From an optimization exercise on the open Yosys and OpenROAD flow, aimed at small area and a short achievable clock period; shortcuts taken in it are not production practice. No run shown here included a check of the RTL's function; only the layout flow was run.

==> flow/design.v, too long to show whole: its modules and the start of the top module <==
// module sidAudioPath: 3240 lines
module sidAudioPath (
  input  logic               clk,
  input  logic               rst,
  input  logic               sampleValid,
  input  logic signed [11:0] voice0,
  input  logic signed [11:0] voice1,
  input  logic signed [11:0] voice2,
  input  logic [7:0]         env0,
  input  logic [7:0]         env1,
  input  logic [7:0]         env2,
  input  logic [2:0]         filterRoute,
  input  logic [1:0]         mode,
  input  logic [15:0]        coef,
  input  logic [3:0]         volume,
  output logic signed [15:0] audioOut,
  output logic               audioValid
);
  // ...
==> flow/flow/run.sh <==
#!/bin/bash
# The standard layout with two changes in how it is made (the SDC is unchanged):
#  - after the standard synthesis, flow/invopt.py re-places the netlist's inverters around
#    its full adders and XOR gates (a full adder is self-dual, so each may compute the
#    complements of its outputs from complemented inputs; an XOR gate absorbs an inverted
#    input by becoming an XNOR); registers and all other cells are left as they are;
#  - the resizer's setup repair aims at a shorter period than the 20 ns constraint: paths
#    with less than MARGIN ns of slack are sized up and buffered.
set -euo pipefail
MARGIN=$(cat flow/margin.txt)
R=orfs/results/sky130hd/sidAudioPath/base
bash standard.sh synth > synth.log 2>&1
cp $R/1_2_yosys.v $R/1_2_yosys_std.v
python3 flow/invopt.py $R/1_2_yosys_std.v $R/1_2_yosys.v > invopt.log 2>&1
touch $R/1_2_yosys.v
bash standard.sh SETUP_SLACK_MARGIN=$MARGIN finish > standard.log 2>&1
==> flow/flow/invopt.py <==
#!/usr/bin/env python3
"""Re-place the inverters of a flat sky130 gate-level netlist around its full adders and
XOR gates. A full adder is self-dual: FA(~a, ~b, ~c) = (~cout, ~sum); an XOR/XNOR gate
absorbs an inverted input, or complements its output, by switching between XOR and XNOR.
Every inverter is taken out, each full adder and XOR gate gets a polarity (1: it computes
the complement of its original output), XOR gates take their inputs in whatever polarity
they come and fold the parity into their type, and one inverter is put back per net whose
other loads need the other polarity. Polarities are chosen to need as few inverters as
possible.
usage: invopt.py IN.v OUT.v"""
import re, sys, collections, random

src = open(sys.argv[1]).read()
m = re.search(r'^module .*?;\n', src, re.S | re.M)
endm = src.rindex('endmodule')
body = src[m.end():endm]
cell_re = re.compile(r'^\s*(sky130_fd_sc_hd__\w+)\s+(\S+)\s*\((.*?)\);\s*$', re.S | re.M)
pin_re = re.compile(r'\.(\w+)\(\s*(.*?)\s*\)(?=\s*,|\s*$)', re.S)
cells = []
last = 0
parts = []
for cm in cell_re.finditer(body):
    parts.append(body[last:cm.start()])
    last = cm.end()
    pins = {}
    for pm in pin_re.finditer(cm.group(3)):
        pins[pm.group(1)] = pm.group(2).strip()
    cells.append([cm.group(1), cm.group(2), pins])
rest = "".join(parts) + body[last:]
assert "assign" not in rest, "assign statements not handled"
decl_lines = [l for l in rest.split("\n") if l.strip()]

OUTPINS = {"X", "Y", "Q", "Q_N", "SUM", "COUT", "HI", "LO"}
def is_inv(c): return re.match(r'sky130_fd_sc_hd__(clk)?inv_\d+$', c[0]) is not None
def is_fa(c): return re.match(r'sky130_fd_sc_hd__fa_\d+$', c[0]) is not None
def is_xor(c): return re.match(r'sky130_fd_sc_hd__x(n)?or[23]_\d+$', c[0]) is not None

outports = set()
for l in decl_lines:
    mm = re.match(r'\s*output\s+(\[(\d+):(\d+)\]\s+)?(\S+);', l)
    if mm:
        if mm.group(1):
            for i in range(int(mm.group(3)), int(mm.group(2)) + 1):
                outports.add(f"{mm.group(4)}[{i}]")
        else:
            outports.add(mm.group(4))

driver = {}
for i, c in enumerate(cells):
    for p, n in c[2].items():
        if p in OUTPINS: driver[n] = (i, p)

def root(net):
    """(root net, parity) through inverter chains"""
    q = 0
    seen = 0
    while True:
        d = driver.get(net)
        if d is None or not is_inv(cells[d[0]]): return net, q
        net = cells[d[0]][2]["A"]; q ^= 1
        seen += 1
        assert seen < 100

# pins: (cell index or None for an output port, pin, root, parity)
pins = []
for i, c in enumerate(cells):
    if is_inv(c): continue
    for p, n in c[2].items():
        if p in OUTPINS: continue
        r, q = root(n)
        pins.append((i, p, r, q))
# output ports: the port net itself may be driven by an inverter
port_pins = []
for o in outports:
    r, q = root(o)
    if r != o:
        port_pins.append((o, r, q))

fa_idx = [i for i, c in enumerate(cells) if is_fa(c) or is_xor(c)]
pol = {i: 0 for i in fa_idx}
def rootpol(r):
    d = driver.get(r)
    if d is None: return 0
    return pol.get(d[0], 0)

# per root: list of (consumer fa or None, parity)
by_root = collections.defaultdict(list)
for (i, p, r, q) in pins:
    if is_xor(cells[i]): continue
    by_root[r].append((i if i in pol else None, q))
for (o, r, q) in port_pins:
    by_root[r].append((None, q))
roots_of_fa = collections.defaultdict(set)
for r, lst in by_root.items():
    d = driver.get(r)
    if d is not None and d[0] in pol: roots_of_fa[d[0]].add(r)
    for (f, q) in lst:
        if f is not None: roots_of_fa[f].add(r)

def root_cost(r):
    rp = rootpol(r)
    need = [q ^ (pol[f] if f is not None else 0) ^ rp for (f, q) in by_root[r]]
    return 1 if any(need) else 0

def total():
    return sum(root_cost(r) for r in by_root)

best = total()
start = best
random.seed(1)
cur = best
bestpol = dict(pol)
T = 1.0
for step in range(200000):
    f = random.choice(fa_idx)
    rs = roots_of_fa[f]
    before = sum(root_cost(r) for r in rs)
    pol[f] ^= 1
    after = sum(root_cost(r) for r in rs)
    d = after - before
    if d <= 0 or random.random() < pow(2.718, -d / T):
        cur += d
        if cur < best:
            best = cur; bestpol = dict(pol)
    else:
        pol[f] ^= 1
    T = max(0.05, 1.0 * (1 - step / 150000))
pol = bestpol
final = total()
print(f"inverters: {sum(1 for c in cells if is_inv(c))} -> {final} (root model {start} -> {final})", file=sys.stderr)

# rebuild: drop all inverters; flipped FAs keep their nets (which now carry complements)
out_cells = []
new_wires = []
inv_for = {}
def inv_net(r):
    if r not in inv_for:
        n = f"_invq{len(inv_for)}_"
        new_wires.append(n)
        inv_for[r] = n
        out_cells.append(["sky130_fd_sc_hd__inv_1", f"_invqc{len(inv_for)}_", {"A": r, "Y": n}])
    return inv_for[r]
for i, c in enumerate(cells):
    if is_inv(c): continue
    nc = [c[0], c[1], dict(c[2])]
    if is_xor(c):
        par = pol[i]
        for p, n in c[2].items():
            if p in OUTPINS: continue
            r, q = root(n)
            par ^= q ^ rootpol(r)
            nc[2][p] = r
        if par:
            mx = re.match(r"sky130_fd_sc_hd__(x(n)?or)([23])_(\d+)$", c[0])
            kind, k, size = mx.group(1), mx.group(3), mx.group(4)
            newkind = "xor" if kind == "xnor" else "xnor"
            nc[0] = f"sky130_fd_sc_hd__{newkind}{k}_{size}"
            if k == "2":
                # xor2 drives X, xnor2 drives Y
                outp = "X" if "X" in nc[2] else "Y"
                net = nc[2].pop(outp)
                nc[2]["Y" if newkind == "xnor" else "X"] = net
        out_cells.append(nc)
        continue
    for p, n in c[2].items():
        if p in OUTPINS: continue
        r, q = root(n)
        need = q ^ (pol[i] if i in pol else 0) ^ rootpol(r)
        nc[2][p] = inv_net(r) if need else r
    out_cells.append(nc)
# output ports driven through inverters: drive them from an inverter or a buffer-free net
port_fix = []
for (o, r, q) in port_pins:
    need = q ^ rootpol(r)
    # the port net must carry r ^ q; build it from r
    if need:
        out_cells.append(["sky130_fd_sc_hd__inv_1", f"_invqp_{len(port_fix)}_", {"A": r, "Y": o}])
    else:
        out_cells.append(["sky130_fd_sc_hd__buf_1", f"_invqp_{len(port_fix)}_", {"A": r, "X": o}])
    port_fix.append(o)
# a root that is itself an output port of a flipped FA would change the port's value
for o in outports:
    d = driver.get(o)
    assert not (d and d[0] in pol and pol[d[0]]), "flipped cell drives an output port"

out = [src[:m.end()]]
out += decl_lines
out += [f"  wire {w};" for w in new_wires]
for c in out_cells:
    pl = ",\n".join(f"    .{p}({n}{' ' if n.startswith(chr(92)) else ''})" for p, n in c[2].items())
    out.append(f"  {c[0]} {c[1]} (\n{pl}\n  );")
out.append("endmodule\n")
open(sys.argv[2], "w").write("\n".join(out))
==> flow/flow/margin.txt <==
14.5
==> flow/standard.sh <==
#!/bin/bash
# synth_recipe.tcl (not shown) runs the flow's synth.tcl, then flattens the netlist and writes it again
# the make line also repeats each setting of config.mk as NAME=value (left out here)
make -C /OpenROAD-flow-scripts/flow DESIGN_CONFIG=/design/flow/config.mk WORK_HOME=/design/flow/orfs CLKGATE_MAP_FILE= SYNTH_SCRIPT=/design/flow/synth_recipe.tcl "${@:-finish}"
==> flow/config.mk <==
export PLATFORM = sky130hd
export DESIGN_NAME = sidAudioPath
export DESIGN_NICKNAME = sidAudioPath
export VERILOG_FILES = /design/flow/design.v
export SDC_FILE = /design/flow/constraint.sdc
export NUM_CORES = 4
export LEC_CHECK = 0
export ABC_AREA = 1
export CAP_MARGIN = 20
export CORE_MARGIN = 2
export CORE_UTILIZATION = 60
export SLEW_MARGIN = 20
==> flow/constraint.sdc <==
create_clock -name core_clock -period 20.0 [get_ports {clk}]
set_input_delay 4.0000 -clock core_clock [delete_from_list [all_inputs] [get_ports {clk}]]
set_output_delay 4.0000 -clock core_clock [all_outputs]
set_load 0.01 [all_outputs]
==> out/qor.yml, run 1 <==
cts_hold_buf: 0
coreArea_um2: 63000
top_area_cell_class: "multi-input combinational cells"
cts.clk_slew.worst_paths_ns: 0.06
gr-usage-met3_pct: 4.10
ctsLongestPathBuffers: 3
drive_gt1_share_pct: 6.25
path_class: "reg -> out"
place_congestion: 0.928
nNetsFinal: 5128
wl_met3_um: 6970
worstPathMaxFanout: 1
status: "finished clean"
top_layer: "met5"
drtPass1Iterations: 5
num-multi-input-gates: 3044
area_share_nonclk_buffers_pct: 3.69
use_met1_pct: 41.9
nClkBuffers: 54
wl_um: 99400
nNonClkBuffers: 160
multi_input_area_um2: 26800
htree_num_levels: 2
row_count: 92
hold_ws_ns: 0.324
hp-class: "reg -> reg"
die_y_um: 256
skew_ns: 0.0459
ff2ff_path_depth: 31
==> run 2, diff against run 1 <==
--- a/flow/design.v
+++ b/flow/design.v
@@ -1775,16 +1775,17 @@
   always_ff @(posedge clk) begin
     X4a <= xA_1356;
     X4b <= xB_1357;
     F4 <= F3;
     D4 <= D3;
   end
   logic [15:0] nlp;              
   wire signed [15:0] lp = ~nlp;
+  logic [15:0] lpB;              
   wire lp0_0_1358 = (((kb_one[0] & lp[0]) | (kb_two[0] & 1'b0)) ^ kb_neg[0]);
   wire lp0_1_1359 = (((kb_one[0] & lp[1]) | (kb_two[0] & lp[0])) ^ kb_neg[0]);
   wire lp0_2_1360 = (((kb_one[0] & lp[2]) | (kb_two[0] & lp[1])) ^ kb_neg[0]);
   wire lp0_3_1361 = (((kb_one[0] & lp[3]) | (kb_two[0] & lp[2])) ^ kb_neg[0]);
   wire lp0_4_1362 = (((kb_one[0] & lp[4]) | (kb_two[0] & lp[3])) ^ kb_neg[0]);
   wire lp0_5_1363 = (((kb_one[0] & lp[5]) | (kb_two[0] & lp[4])) ^ kb_neg[0]);
   wire lp0_6_1364 = (((kb_one[0] & lp[6]) | (kb_two[0] & lp[5])) ^ kb_neg[0]);
   wire lp0_7_1365 = (((kb_one[0] & lp[7]) | (kb_two[0] & lp[6])) ^ kb_neg[0]);
@@ -1860,84 +1861,84 @@
   wire lp4_9_1435 = (((kb_oneB[4] & lp[9]) | (kb_twoB[4] & lp[8])) ^ kb_negB[4]);
   wire lp4_10_1436 = (((kb_oneB[4] & lp[10]) | (kb_twoB[4] & lp[9])) ^ kb_negB[4]);
   wire lp4_11_1437 = (((kb_oneB[4] & lp[11]) | (kb_twoB[4] & lp[10])) ^ kb_negB[4]);
   wire lp4_12_1438 = (((kb_oneB[4] & lp[12]) | (kb_twoB[4] & lp[11])) ^ kb_negB[4]);
   wire lp4_13_1439 = (((kb_oneB[4] & lp[13]) | (kb_twoB[4] & lp[12])) ^ kb_negB[4]);
   wire lp4_14_1440 = (((kb_oneB[4] & lp[14]) | (kb_twoB[4] & lp[13])) ^ kb_negB[4]);
   wire lp4_15_1441 = (((kb_oneB[4] & lp[15]) | (kb_twoB[4] & lp[14])) ^ kb_negB[4]);
   wire lp4_16_1442 = (((kb_oneB[4] & lp[15]) | (kb_twoB[4] & lp[15])) ^ kb_negB[4]);
-  wire lp5_0_1443 = (((kb_one[5] & lp[0]) | (kb_two[5] & 1'b0)) ^ kb_neg[5]);
-  wire lp5_1_1444 = (((kb_one[5] & lp[1]) | (kb_two[5] & lp[0])) ^ kb_neg[5]);
-  wire lp5_2_1445 = (((kb_one[5] & lp[2]) | (kb_two[5] & lp[1])) ^ kb_neg[5]);
-  wire lp5_3_1446 = (((kb_one[5] & lp[3]) | (kb_two[5] & lp[2])) ^ kb_neg[5]);
-  wire lp5_4_1447 = (((kb_one[5] & lp[4]) | (kb_two[5] & lp[3])) ^ kb_neg[5]);
-  wire lp5_5_1448 = (((kb_one[5] & lp[5]) | (kb_two[5] & lp[4])) ^ kb_neg[5]);
-  wire lp5_6_1449 = (((kb_one[5] & lp[6]) | (kb_two[5] & lp[5])) ^ kb_neg[5]);
-  wire lp5_7_1450 = (((kb_one[5] & lp[7]) | (kb_two[5] & lp[6])) ^ kb_neg[5]);
-  wire lp5_8_1451 = (((kb_one[5] & lp[8]) | (kb_two[5] & lp[7])) ^ kb_neg[5]);
-  wire lp5_9_1452 = (((kb_oneB[5] & lp[9]) | (kb_twoB[5] & lp[8])) ^ kb_negB[5]);
-  wire lp5_10_1453 = (((kb_oneB[5] & lp[10]) | (kb_twoB[5] & lp[9])) ^ kb_negB[5]);
-  wire lp5_11_1454 = (((kb_oneB[5] & lp[11]) | (kb_twoB[5] & lp[10])) ^ kb_negB[5]);
-  wire lp5_12_1455 = (((kb_oneB[5] & lp[12]) | (kb_twoB[5] & lp[11])) ^ kb_negB[5]);
-  wire lp5_13_1456 = (((kb_oneB[5] & lp[13]) | (kb_twoB[5] & lp[12])) ^ kb_negB[5]);
-  wire lp5_14_1457 = (((kb_oneB[5] & lp[14]) | (kb_twoB[5] & lp[13])) ^ kb_negB[5]);
-  wire lp5_15_1458 = (((kb_oneB[5] & lp[15]) | (kb_twoB[5] & lp[14])) ^ kb_negB[5]);
-  wire lp5_16_1459 = (((kb_oneB[5] & lp[15]) | (kb_twoB[5] & lp[15])) ^ kb_negB[5]);
-  wire lp6_0_1460 = (((kb_one[6] & lp[0]) | (kb_two[6] & 1'b0)) ^ kb_neg[6]);
-  wire lp6_1_1461 = (((kb_one[6] & lp[1]) | (kb_two[6] & lp[0])) ^ kb_neg[6]);
-  wire lp6_2_1462 = (((kb_one[6] & lp[2]) | (kb_two[6] & lp[1])) ^ kb_neg[6]);
-  wire lp6_3_1463 = (((kb_one[6] & lp[3]) | (kb_two[6] & lp[2])) ^ kb_neg[6]);
-  wire lp6_4_1464 = (((kb_one[6] & lp[4]) | (kb_two[6] & lp[3])) ^ kb_neg[6]);
-  wire lp6_5_1465 = (((kb_one[6] & lp[5]) | (kb_two[6] & lp[4])) ^ kb_neg[6]);
-  wire lp6_6_1466 = (((kb_one[6] & lp[6]) | (kb_two[6] & lp[5])) ^ kb_neg[6]);
-  wire lp6_7_1467 = (((kb_one[6] & lp[7]) | (kb_two[6] & lp[6])) ^ kb_neg[6]);
-  wire lp6_8_1468 = (((kb_one[6] & lp[8]) | (kb_two[6] & lp[7])) ^ kb_neg[6]);
-  wire lp6_9_1469 = (((kb_oneB[6] & lp[9]) | (kb_twoB[6] & lp[8])) ^ kb_negB[6]);
-  wire lp6_10_1470 = (((kb_oneB[6] & lp[10]) | (kb_twoB[6] & lp[9])) ^ kb_negB[6]);
-  wire lp6_11_1471 = (((kb_oneB[6] & lp[11]) | (kb_twoB[6] & lp[10])) ^ kb_negB[6]);
-  wire lp6_12_1472 = (((kb_oneB[6] & lp[12]) | (kb_twoB[6] & lp[11])) ^ kb_negB[6]);
-  wire lp6_13_1473 = (((kb_oneB[6] & lp[13]) | (kb_twoB[6] & lp[12])) ^ kb_negB[6]);
-  wire lp6_14_1474 = (((kb_oneB[6] & lp[14]) | (kb_twoB[6] & lp[13])) ^ kb_negB[6]);
-  wire lp6_15_1475 = (((kb_oneB[6] & lp[15]) | (kb_twoB[6] & lp[14])) ^ kb_negB[6]);
-  wire lp6_16_1476 = (((kb_oneB[6] & lp[15]) | (kb_twoB[6] & lp[15])) ^ kb_negB[6]);
-  wire lp7_0_1477 = (((kb_one[7] & lp[0]) | (kb_two[7] & 1'b0)) ^ kb_neg[7]);
-  wire lp7_1_1478 = (((kb_one[7] & lp[1]) | (kb_two[7] & lp[0])) ^ kb_neg[7]);
-  wire lp7_2_1479 = (((kb_one[7] & lp[2]) | (kb_two[7] & lp[1])) ^ kb_neg[7]);
-  wire lp7_3_1480 = (((kb_one[7] & lp[3]) | (kb_two[7] & lp[2])) ^ kb_neg[7]);
-  wire lp7_4_1481 = (((kb_one[7] & lp[4]) | (kb_two[7] & lp[3])) ^ kb_neg[7]);
-  wire lp7_5_1482 = (((kb_one[7] & lp[5]) | (kb_two[7] & lp[4])) ^ kb_neg[7]);
-  wire lp7_6_1483 = (((kb_one[7] & lp[6]) | (kb_two[7] & lp[5])) ^ kb_neg[7]);
-  wire lp7_7_1484 = (((kb_one[7] & lp[7]) | (kb_two[7] & lp[6])) ^ kb_neg[7]);
-  wire lp7_8_1485 = (((kb_one[7] & lp[8]) | (kb_two[7] & lp[7])) ^ kb_neg[7]);
-  wire lp7_9_1486 = (((kb_oneB[7] & lp[9]) | (kb_twoB[7] & lp[8])) ^ kb_negB[7]);
-  wire lp7_10_1487 = (((kb_oneB[7] & lp[10]) | (kb_twoB[7] & lp[9])) ^ kb_negB[7]);
-  wire lp7_11_1488 = (((kb_oneB[7] & lp[11]) | (kb_twoB[7] & lp[10])) ^ kb_negB[7]);
-  wire lp7_12_1489 = (((kb_oneB[7] & lp[12]) | (kb_twoB[7] & lp[11])) ^ kb_negB[7]);
-  wire lp7_13_1490 = (((kb_oneB[7] & lp[13]) | (kb_twoB[7] & lp[12])) ^ kb_negB[7]);
-  wire lp7_14_1491 = (((kb_oneB[7] & lp[14]) | (kb_twoB[7] & lp[13])) ^ kb_negB[7]);
-  wire lp7_15_1492 = (((kb_oneB[7] & lp[15]) | (kb_twoB[7] & lp[14])) ^ kb_negB[7]);
-  wire lp7_16_1493 = (((kb_oneB[7] & lp[15]) | (kb_twoB[7] & lp[15])) ^ kb_negB[7]);
-  wire lp8_0_1494 = (((kb_one[8] & lp[0]) | (kb_two[8] & 1'b0)) ^ kb_neg[8]);
-  wire lp8_1_1495 = (((kb_one[8] & lp[1]) | (kb_two[8] & lp[0])) ^ kb_neg[8]);
-  wire lp8_2_1496 = (((kb_one[8] & lp[2]) | (kb_two[8] & lp[1])) ^ kb_neg[8]);
-  wire lp8_3_1497 = (((kb_one[8] & lp[3]) | (kb_two[8] & lp[2])) ^ kb_neg[8]);
-  wire lp8_4_1498 = (((kb_one[8] & lp[4]) | (kb_two[8] & lp[3])) ^ kb_neg[8]);
-  wire lp8_5_1499 = (((kb_one[8] & lp[5]) | (kb_two[8] & lp[4])) ^ kb_neg[8]);
-  wire lp8_6_1500 = (((kb_one[8] & lp[6]) | (kb_two[8] & lp[5])) ^ kb_neg[8]);
-  wire lp8_7_1501 = (((kb_one[8] & lp[7]) | (kb_two[8] & lp[6])) ^ kb_neg[8]);
-  wire lp8_8_1502 = (((kb_one[8] & lp[8]) | (kb_two[8] & lp[7])) ^ kb_neg[8]);
-  wire lp8_9_1503 = (((kb_oneB[8] & lp[9]) | (kb_twoB[8] & lp[8])) ^ kb_negB[8]);
-  wire lp8_10_1504 = (((kb_oneB[8] & lp[10]) | (kb_twoB[8] & lp[9])) ^ kb_negB[8]);
-  wire lp8_11_1505 = (((kb_oneB[8] & lp[11]) | (kb_twoB[8] & lp[10])) ^ kb_negB[8]);
-  wire lp8_12_1506 = (((kb_oneB[8] & lp[12]) | (kb_twoB[8] & lp[11])) ^ kb_negB[8]);
-  wire lp8_13_1507 = (((kb_oneB[8] & lp[13]) | (kb_twoB[8] & lp[12])) ^ kb_negB[8]);
-  wire lp8_14_1508 = (((kb_oneB[8] & lp[14]) | (kb_twoB[8] & lp[13])) ^ kb_negB[8]);
-  wire lp8_15_1509 = (((kb_oneB[8] & lp[15]) | (kb_twoB[8] & lp[14])) ^ kb_negB[8]);
-  wire lp8_16_1510 = (((kb_oneB[8] & lp[15]) | (kb_twoB[8] & lp[15])) ^ kb_negB[8]);
+  wire lp5_0_1443 = (((kb_one[5] & lpB[0]) | (kb_two[5] & 1'b0)) ^ kb_neg[5]);
+  wire lp5_1_1444 = (((kb_one[5] & lpB[1]) | (kb_two[5] & lpB[0])) ^ kb_neg[5]);
+  wire lp5_2_1445 = (((kb_one[5] & lpB[2]) | (kb_two[5] & lpB[1])) ^ kb_neg[5]);
+  wire lp5_3_1446 = (((kb_one[5] & lpB[3]) | (kb_two[5] & lpB[2])) ^ kb_neg[5]);
+  wire lp5_4_1447 = (((kb_one[5] & lpB[4]) | (kb_two[5] & lpB[3])) ^ kb_neg[5]);
+  wire lp5_5_1448 = (((kb_one[5] & lpB[5]) | (kb_two[5] & lpB[4])) ^ kb_neg[5]);
+  wire lp5_6_1449 = (((kb_one[5] & lpB[6]) | (kb_two[5] & lpB[5])) ^ kb_neg[5]);
+  wire lp5_7_1450 = (((kb_one[5] & lpB[7]) | (kb_two[5] & lpB[6])) ^ kb_neg[5]);
+  wire lp5_8_1451 = (((kb_one[5] & lpB[8]) | (kb_two[5] & lpB[7])) ^ kb_neg[5]);
+  wire lp5_9_1452 = (((kb_oneB[5] & lpB[9]) | (kb_twoB[5] & lpB[8])) ^ kb_negB[5]);
+  wire lp5_10_1453 = (((kb_oneB[5] & lpB[10]) | (kb_twoB[5] & lpB[9])) ^ kb_negB[5]);
+  wire lp5_11_1454 = (((kb_oneB[5] & lpB[11]) | (kb_twoB[5] & lpB[10])) ^ kb_negB[5]);
+  wire lp5_12_1455 = (((kb_oneB[5] & lpB[12]) | (kb_twoB[5] & lpB[11])) ^ kb_negB[5]);
+  wire lp5_13_1456 = (((kb_oneB[5] & lpB[13]) | (kb_twoB[5] & lpB[12])) ^ kb_negB[5]);
+  wire lp5_14_1457 = (((kb_oneB[5] & lpB[14]) | (kb_twoB[5] & lpB[13])) ^ kb_negB[5]);
+  wire lp5_15_1458 = (((kb_oneB[5] & lpB[15]) | (kb_twoB[5] & lpB[14])) ^ kb_negB[5]);
+  wire lp5_16_1459 = (((kb_oneB[5] & lpB[15]) | (kb_twoB[5] & lpB[15])) ^ kb_negB[5]);
+  wire lp6_0_1460 = (((kb_one[6] & lpB[0]) | (kb_two[6] & 1'b0)) ^ kb_neg[6]);
+  wire lp6_1_1461 = (((kb_one[6] & lpB[1]) | (kb_two[6] & lpB[0])) ^ kb_neg[6]);
+  wire lp6_2_1462 = (((kb_one[6] & lpB[2]) | (kb_two[6] & lpB[1])) ^ kb_neg[6]);
+  wire lp6_3_1463 = (((kb_one[6] & lpB[3]) | (kb_two[6] & lpB[2])) ^ kb_neg[6]);
+  wire lp6_4_1464 = (((kb_one[6] & lpB[4]) | (kb_two[6] & lpB[3])) ^ kb_neg[6]);
+  wire lp6_5_1465 = (((kb_one[6] & lpB[5]) | (kb_two[6] & lpB[4])) ^ kb_neg[6]);
+  wire lp6_6_1466 = (((kb_one[6] & lpB[6]) | (kb_two[6] & lpB[5])) ^ kb_neg[6]);
+  wire lp6_7_1467 = (((kb_one[6] & lpB[7]) | (kb_two[6] & lpB[6])) ^ kb_neg[6]);
+  wire lp6_8_1468 = (((kb_one[6] & lpB[8]) | (kb_two[6] & lpB[7])) ^ kb_neg[6]);
+  wire lp6_9_1469 = (((kb_oneB[6] & lpB[9]) | (kb_twoB[6] & lpB[8])) ^ kb_negB[6]);
+  wire lp6_10_1470 = (((kb_oneB[6] & lpB[10]) | (kb_twoB[6] & lpB[9])) ^ kb_negB[6]);
+  wire lp6_11_1471 = (((kb_oneB[6] & lpB[11]) | (kb_twoB[6] & lpB[10])) ^ kb_negB[6]);
+  wire lp6_12_1472 = (((kb_oneB[6] & lpB[12]) | (kb_twoB[6] & lpB[11])) ^ kb_negB[6]);
+  wire lp6_13_1473 = (((kb_oneB[6] & lpB[13]) | (kb_twoB[6] & lpB[12])) ^ kb_negB[6]);
+  wire lp6_14_1474 = (((kb_oneB[6] & lpB[14]) | (kb_twoB[6] & lpB[13])) ^ kb_negB[6]);
+  wire lp6_15_1475 = (((kb_oneB[6] & lpB[15]) | (kb_twoB[6] & lpB[14])) ^ kb_negB[6]);
+  wire lp6_16_1476 = (((kb_oneB[6] & lpB[15]) | (kb_twoB[6] & lpB[15])) ^ kb_negB[6]);
+  wire lp7_0_1477 = (((kb_one[7] & lpB[0]) | (kb_two[7] & 1'b0)) ^ kb_neg[7]);
+  wire lp7_1_1478 = (((kb_one[7] & lpB[1]) | (kb_two[7] & lpB[0])) ^ kb_neg[7]);
+  wire lp7_2_1479 = (((kb_one[7] & lpB[2]) | (kb_two[7] & lpB[1])) ^ kb_neg[7]);
+  wire lp7_3_1480 = (((kb_one[7] & lpB[3]) | (kb_two[7] & lpB[2])) ^ kb_neg[7]);
+  wire lp7_4_1481 = (((kb_one[7] & lpB[4]) | (kb_two[7] & lpB[3])) ^ kb_neg[7]);
+  wire lp7_5_1482 = (((kb_one[7] & lpB[5]) | (kb_two[7] & lpB[4])) ^ kb_neg[7]);
+  wire lp7_6_1483 = (((kb_one[7] & lpB[6]) | (kb_two[7] & lpB[5])) ^ kb_neg[7]);
+  wire lp7_7_1484 = (((kb_one[7] & lpB[7]) | (kb_two[7] & lpB[6])) ^ kb_neg[7]);
+  wire lp7_8_1485 = (((kb_one[7] & lpB[8]) | (kb_two[7] & lpB[7])) ^ kb_neg[7]);
+  wire lp7_9_1486 = (((kb_oneB[7] & lpB[9]) | (kb_twoB[7] & lpB[8])) ^ kb_negB[7]);
+  wire lp7_10_1487 = (((kb_oneB[7] & lpB[10]) | (kb_twoB[7] & lpB[9])) ^ kb_negB[7]);
+  wire lp7_11_1488 = (((kb_oneB[7] & lpB[11]) | (kb_twoB[7] & lpB[10])) ^ kb_negB[7]);
+  wire lp7_12_1489 = (((kb_oneB[7] & lpB[12]) | (kb_twoB[7] & lpB[11])) ^ kb_negB[7]);
+  wire lp7_13_1490 = (((kb_oneB[7] & lpB[13]) | (kb_twoB[7] & lpB[12])) ^ kb_negB[7]);
+  wire lp7_14_1491 = (((kb_oneB[7] & lpB[14]) | (kb_twoB[7] & lpB[13])) ^ kb_negB[7]);
+  wire lp7_15_1492 = (((kb_oneB[7] & lpB[15]) | (kb_twoB[7] & lpB[14])) ^ kb_negB[7]);
+  wire lp7_16_1493 = (((kb_oneB[7] & lpB[15]) | (kb_twoB[7] & lpB[15])) ^ kb_negB[7]);
+  wire lp8_0_1494 = (((kb_one[8] & lpB[0]) | (kb_two[8] & 1'b0)) ^ kb_neg[8]);
+  wire lp8_1_1495 = (((kb_one[8] & lpB[1]) | (kb_two[8] & lpB[0])) ^ kb_neg[8]);
+  wire lp8_2_1496 = (((kb_one[8] & lpB[2]) | (kb_two[8] & lpB[1])) ^ kb_neg[8]);
+  wire lp8_3_1497 = (((kb_one[8] & lpB[3]) | (kb_two[8] & lpB[2])) ^ kb_neg[8]);
+  wire lp8_4_1498 = (((kb_one[8] & lpB[4]) | (kb_two[8] & lpB[3])) ^ kb_neg[8]);
+  wire lp8_5_1499 = (((kb_one[8] & lpB[5]) | (kb_two[8] & lpB[4])) ^ kb_neg[8]);
+  wire lp8_6_1500 = (((kb_one[8] & lpB[6]) | (kb_two[8] & lpB[5])) ^ kb_neg[8]);
+  wire lp8_7_1501 = (((kb_one[8] & lpB[7]) | (kb_two[8] & lpB[6])) ^ kb_neg[8]);
+  wire lp8_8_1502 = (((kb_one[8] & lpB[8]) | (kb_two[8] & lpB[7])) ^ kb_neg[8]);
+  wire lp8_9_1503 = (((kb_oneB[8] & lpB[9]) | (kb_twoB[8] & lpB[8])) ^ kb_negB[8]);
+  wire lp8_10_1504 = (((kb_oneB[8] & lpB[10]) | (kb_twoB[8] & lpB[9])) ^ kb_negB[8]);
+  wire lp8_11_1505 = (((kb_oneB[8] & lpB[11]) | (kb_twoB[8] & lpB[10])) ^ kb_negB[8]);
+  wire lp8_12_1506 = (((kb_oneB[8] & lpB[12]) | (kb_twoB[8] & lpB[11])) ^ kb_negB[8]);
+  wire lp8_13_1507 = (((kb_oneB[8] & lpB[13]) | (kb_twoB[8] & lpB[12])) ^ kb_negB[8]);
+  wire lp8_14_1508 = (((kb_oneB[8] & lpB[14]) | (kb_twoB[8] & lpB[13])) ^ kb_negB[8]);
+  wire lp8_15_1509 = (((kb_oneB[8] & lpB[15]) | (kb_twoB[8] & lpB[14])) ^ kb_negB[8]);
+  wire lp8_16_1510 = (((kb_oneB[8] & lpB[15]) | (kb_twoB[8] & lpB[15])) ^ kb_negB[8]);
   wire ls1511 = X4a[12] ^ X4b[12];
   wire lc1511 = X4a[12] & X4b[12];
   wire ls1512 = X4a[13] ^ X4b[13];
   wire lc1512 = X4a[13] & X4b[13];
   wire ls1513 = X4a[14] ^ X4b[14] ^ kb_neg[7];
   wire lc1513 = (X4a[14] & X4b[14]) | (X4a[14] & kb_neg[7]) | (X4b[14] & kb_neg[7]);
   wire ls1514 = lp0_14_1372 ^ lp1_12_1387;
   wire lc1514 = lp0_14_1372 & lp1_12_1387;
@@ -2933,18 +2934,20 @@
   wire [15:0] lpNext = hiC ? lpH : (loC ? lpL : lpA);
   wire [15:0] diff   = hiC ? 16'h7fff : (loC ? 16'h8000 : dFull[15:0]);
   wire [15:0] fClip  = (F4[16] != F4[15]) ? (F4[16] ? 16'h8000 : 16'h7fff) : F4[15:0];
   logic [15:0]        pre5;   
   logic signed [16:0] D5;
   always_ff @(posedge clk) begin
     if (rst_r) begin
       nlp <= 16'hffff;
+      lpB <= 16'h0000;
     end else if (val4) begin
       nlp <= ~lpNext;
+      lpB <= lpNext;
     end
     pre5 <= (mode_r == 2'd2) ? diff : fClip;
     D5   <= D4;
   end
   wire [15:0] sel = (mode_r == 2'd1) ? lp : pre5;
   wire mxp_2306 = sel[0] ^ D5[0];
   wire mxp_2307 = sel[1] ^ D5[1];
   wire mxp_2308 = sel[2] ^ D5[2];
==> flow/config.mk (replaced) <==
export PLATFORM = sky130hd
export DESIGN_NAME = sidAudioPath
export DESIGN_NICKNAME = sidAudioPath
export VERILOG_FILES = /design/flow/design.v
export SDC_FILE = /design/flow/constraint.sdc
export NUM_CORES = 4
export LEC_CHECK = 0
export ABC_AREA = 1
export CAP_MARGIN = 20
export CORE_MARGIN = 2
export CORE_UTILIZATION = 40
export SLEW_MARGIN = 20
==> run 2 against run 1 <==
  * Die area increased by 52%
  * Critical endpoint is now audioOut[14]
  * Synthesized cell count increased by 1.8%
  * Hold slack improved by 0.0016 ns
  * Still clean on timing, DRC and antenna
  * Register-to-register slack about the same
  * Critical path depth unchanged
==> out/qor.yml, run 2 <==
tns_ns: 0
avgSynthCellArea_um2: 8.99
antenna_found_initial: 2
coreArea_um2: 96600  # +53%
max_slew_margin_pct: 35.6
ant_nets: 0
final_hold_viol_count: 0
utilization_pct: 44.9
cts.clk_slew.worst_paths_ns: 0.06  # about the same
maxCapViolations: 0
end_kind: "primary output"
path_cells: "dlygate4sd2_1"
startpoint: "audioOut[14]"
required_ns: 16.00
cp.depth: 1
grt_max_degree: 35
die_area_um2: 99800
htree_num_levels: 2  # unchanged
vias_per_cell: 5.19
clkLatencyLatePin_ns: 0.67
drv_slew: 0
setup_viol_count_final: 0
skew_ns: 0.0651  # +0.0192 ns
max_stage_delay_ns: 0.34
vias: 29400
wl_um: 106000  # +6.9%
biggestRegsByFlops: "X4a: 33 flops, X4b: 31 flops"
drtPass1Iterations: 6  # +1
yosys_warnings: 1
cts_sinks: 438
rsz0062_at_grt: "false"
most-common-layout-cells: "inv_1, nand2_1, fa_1"
ff2ff_path_depth: 24  # -23%
cts_root_buffer: "clkbuf_16"
cts_tree: "yes"
cp_slowest_cell: "dfxtp_1"
cp-endpoint: "audioOut[14]"
r2r-end: "lpB[15]"
hp-class: "reg -> reg"
fmax_mhz: 191
post-route-period-util_pct: 26.2
drc: 0
drive_gt1_share_pct: 7.49  # +1.2 points
die_x_um: 316
diodes: 0
port_buffers: 104
nNetsFinal: 5227  # +1.9%
cp_num_buf_inv: 1
drt_iter0_markers: 2219
r2r_start: "nlp[14]"
fin_crit_ns: 5.25
routedWlPerCell_um: 18.8
die_y_um: 316  # +23%
grt_pass1_wl_um: 168000
start_util_pct: 40.3
gr-total-overflow: 0
cts_hold_buf: 0  # unchanged
fillCellCount: 9308
rrSetupSlack_ns: 14.76
status: "finished clean"
ctsLongestPathBuffers: 3  # unchanged
layout.cells.most_common: "inv_1"
cp_data_arrival_time_ns: 1.25
crit_path_start_kind: "flop"
path_class: "reg -> out"
syn_inst: 4327
pin_count: 105
largest-register: "X4a"
place_congestion: 0.912  # -1.7%
dp_hpwl_um: 83300
area_growth_pct: 11.5
netlist_area_um2: 38900
largest_reg_flops: 33
synth_nets: 5205
tightest_slew_ns: 0.965
grt_pass1_vias: 29600
row_count: 114  # +24%
cp_top_family: "flip-flops"
grt_util_all_layers_pct: 21.5
worstPathMaxFanout: 1  # unchanged
cts_buffers: 51
## run 2: area by class of cell
cell class | instances | area, um2 | share of cell area, %
flip-flops and latches | 438 | 8820 | 20.3
clock inverters | 38 | 529 | 1.22
well taps | 1276 | 1600 | 3.68
inverters | 619 | 2340 | 5.39
clock buffers | 57 | 1340 | 3.09
repair buffers | 166 | 1520 | 3.51
multi-input cells | 3073 | 27200 | 62.8
## run 2: worst min-delay path by stage
stage               startpoint       to  depth (start not counted)
floorplan                D3[0]    D4[0]                          0
global placement       rt_1[2]  rt_2[2]                          0
detailed placement      D4[14]   D5[14]                          0
CTS                     D4[14]   D5[14]                          0
global route             D3[1]    D4[1]                          0
finish                  D4[14]   D5[14]                          0
## run 2: what timing repair did
action | in CTS | in global routing
buffers inserted | 2 | 16
gates resized for setup | 37 | 72
setup endpoints to repair | 49 | 36
pin swaps | 0 | 21
## run 2: stage by stage
stage | cells | setup WS [ns] | cell area, um2 | hold slack [ns]
after CTS | 5651 | 14.50 | 43000 | 0.325
after floorplan | 4327 | 14.78 | 38900 | 0.310
after global placement | 5554 | 13.91 | 41100 | 0.311
after detailed placement | 5554 | 13.88 | 41100 | 0.312
after global routing | 5667 | 14.49 | 43400 | 0.329
final | 5667 | 14.75 | 43400 | 0.325
## run 2: worst register-to-register path, stage by stage, from the launching register on
cell,delay [ns]
dfxtp_4,0.46
o22ai_2,0.13
xor2_1,0.16
fa_1,0.53
fa_2,0.48
fa_1,0.42
fa_1,0.46
fa_2,0.57
ha_4,0.16
inv_1,0.06
nand2_1,0.07
nand2_1,0.08
nand3_1,0.09
nand2_2,0.09
nand2_1,0.11
nand2_4,0.08
nand2_4,0.08
nand2_4,0.06
nand2_1,0.07
nand2_2,0.10
o211ai_1,0.46
nand3_1,0.13
nand3_1,0.12
nand2_1,0.10
a21oi_1,0.11
## run 2: metal layers
layer	vias up	share of wire, %	GRT usage [%]
li1	14000	-	-
met1	14300	45	30.3
met2	969	45	34.2
met3	162	7.2	3.67
met4	2	2.7	5.68
met5	-	0.013	0

==> what the ideal ports hide <==
No port has a modelled driver above. Below, the same layouts with a new extraction and two added sets of constraints. Step 1 assumes that a clkbuf_16 drives the clock port and a buf_2 every other input. Step 2 times the ports against the registers' clock, not the clock port: input delays grow and output delays shrink by t, the midpoint of the rising clock arrivals with the driver on. Slacks: ideal ports / drivers / drivers and shift; pairs: ideal ports / drivers.
run	shift t [ns]	setup WS [ns]	latest minus earliest clock arrival (ns)	slew at the worst register clock pin (ns)	worst slew at a driven data input, ns
run 1	0.671	14.561 / 14.493 / 14.750	0.050 / 0.050	0.07 / 0.07	0.07
run 2	0.703	14.753 / 14.687 / 14.764	0.065 / 0.065	0.08 / 0.08	0.08
After both steps setup and hold are still met in every run listed.
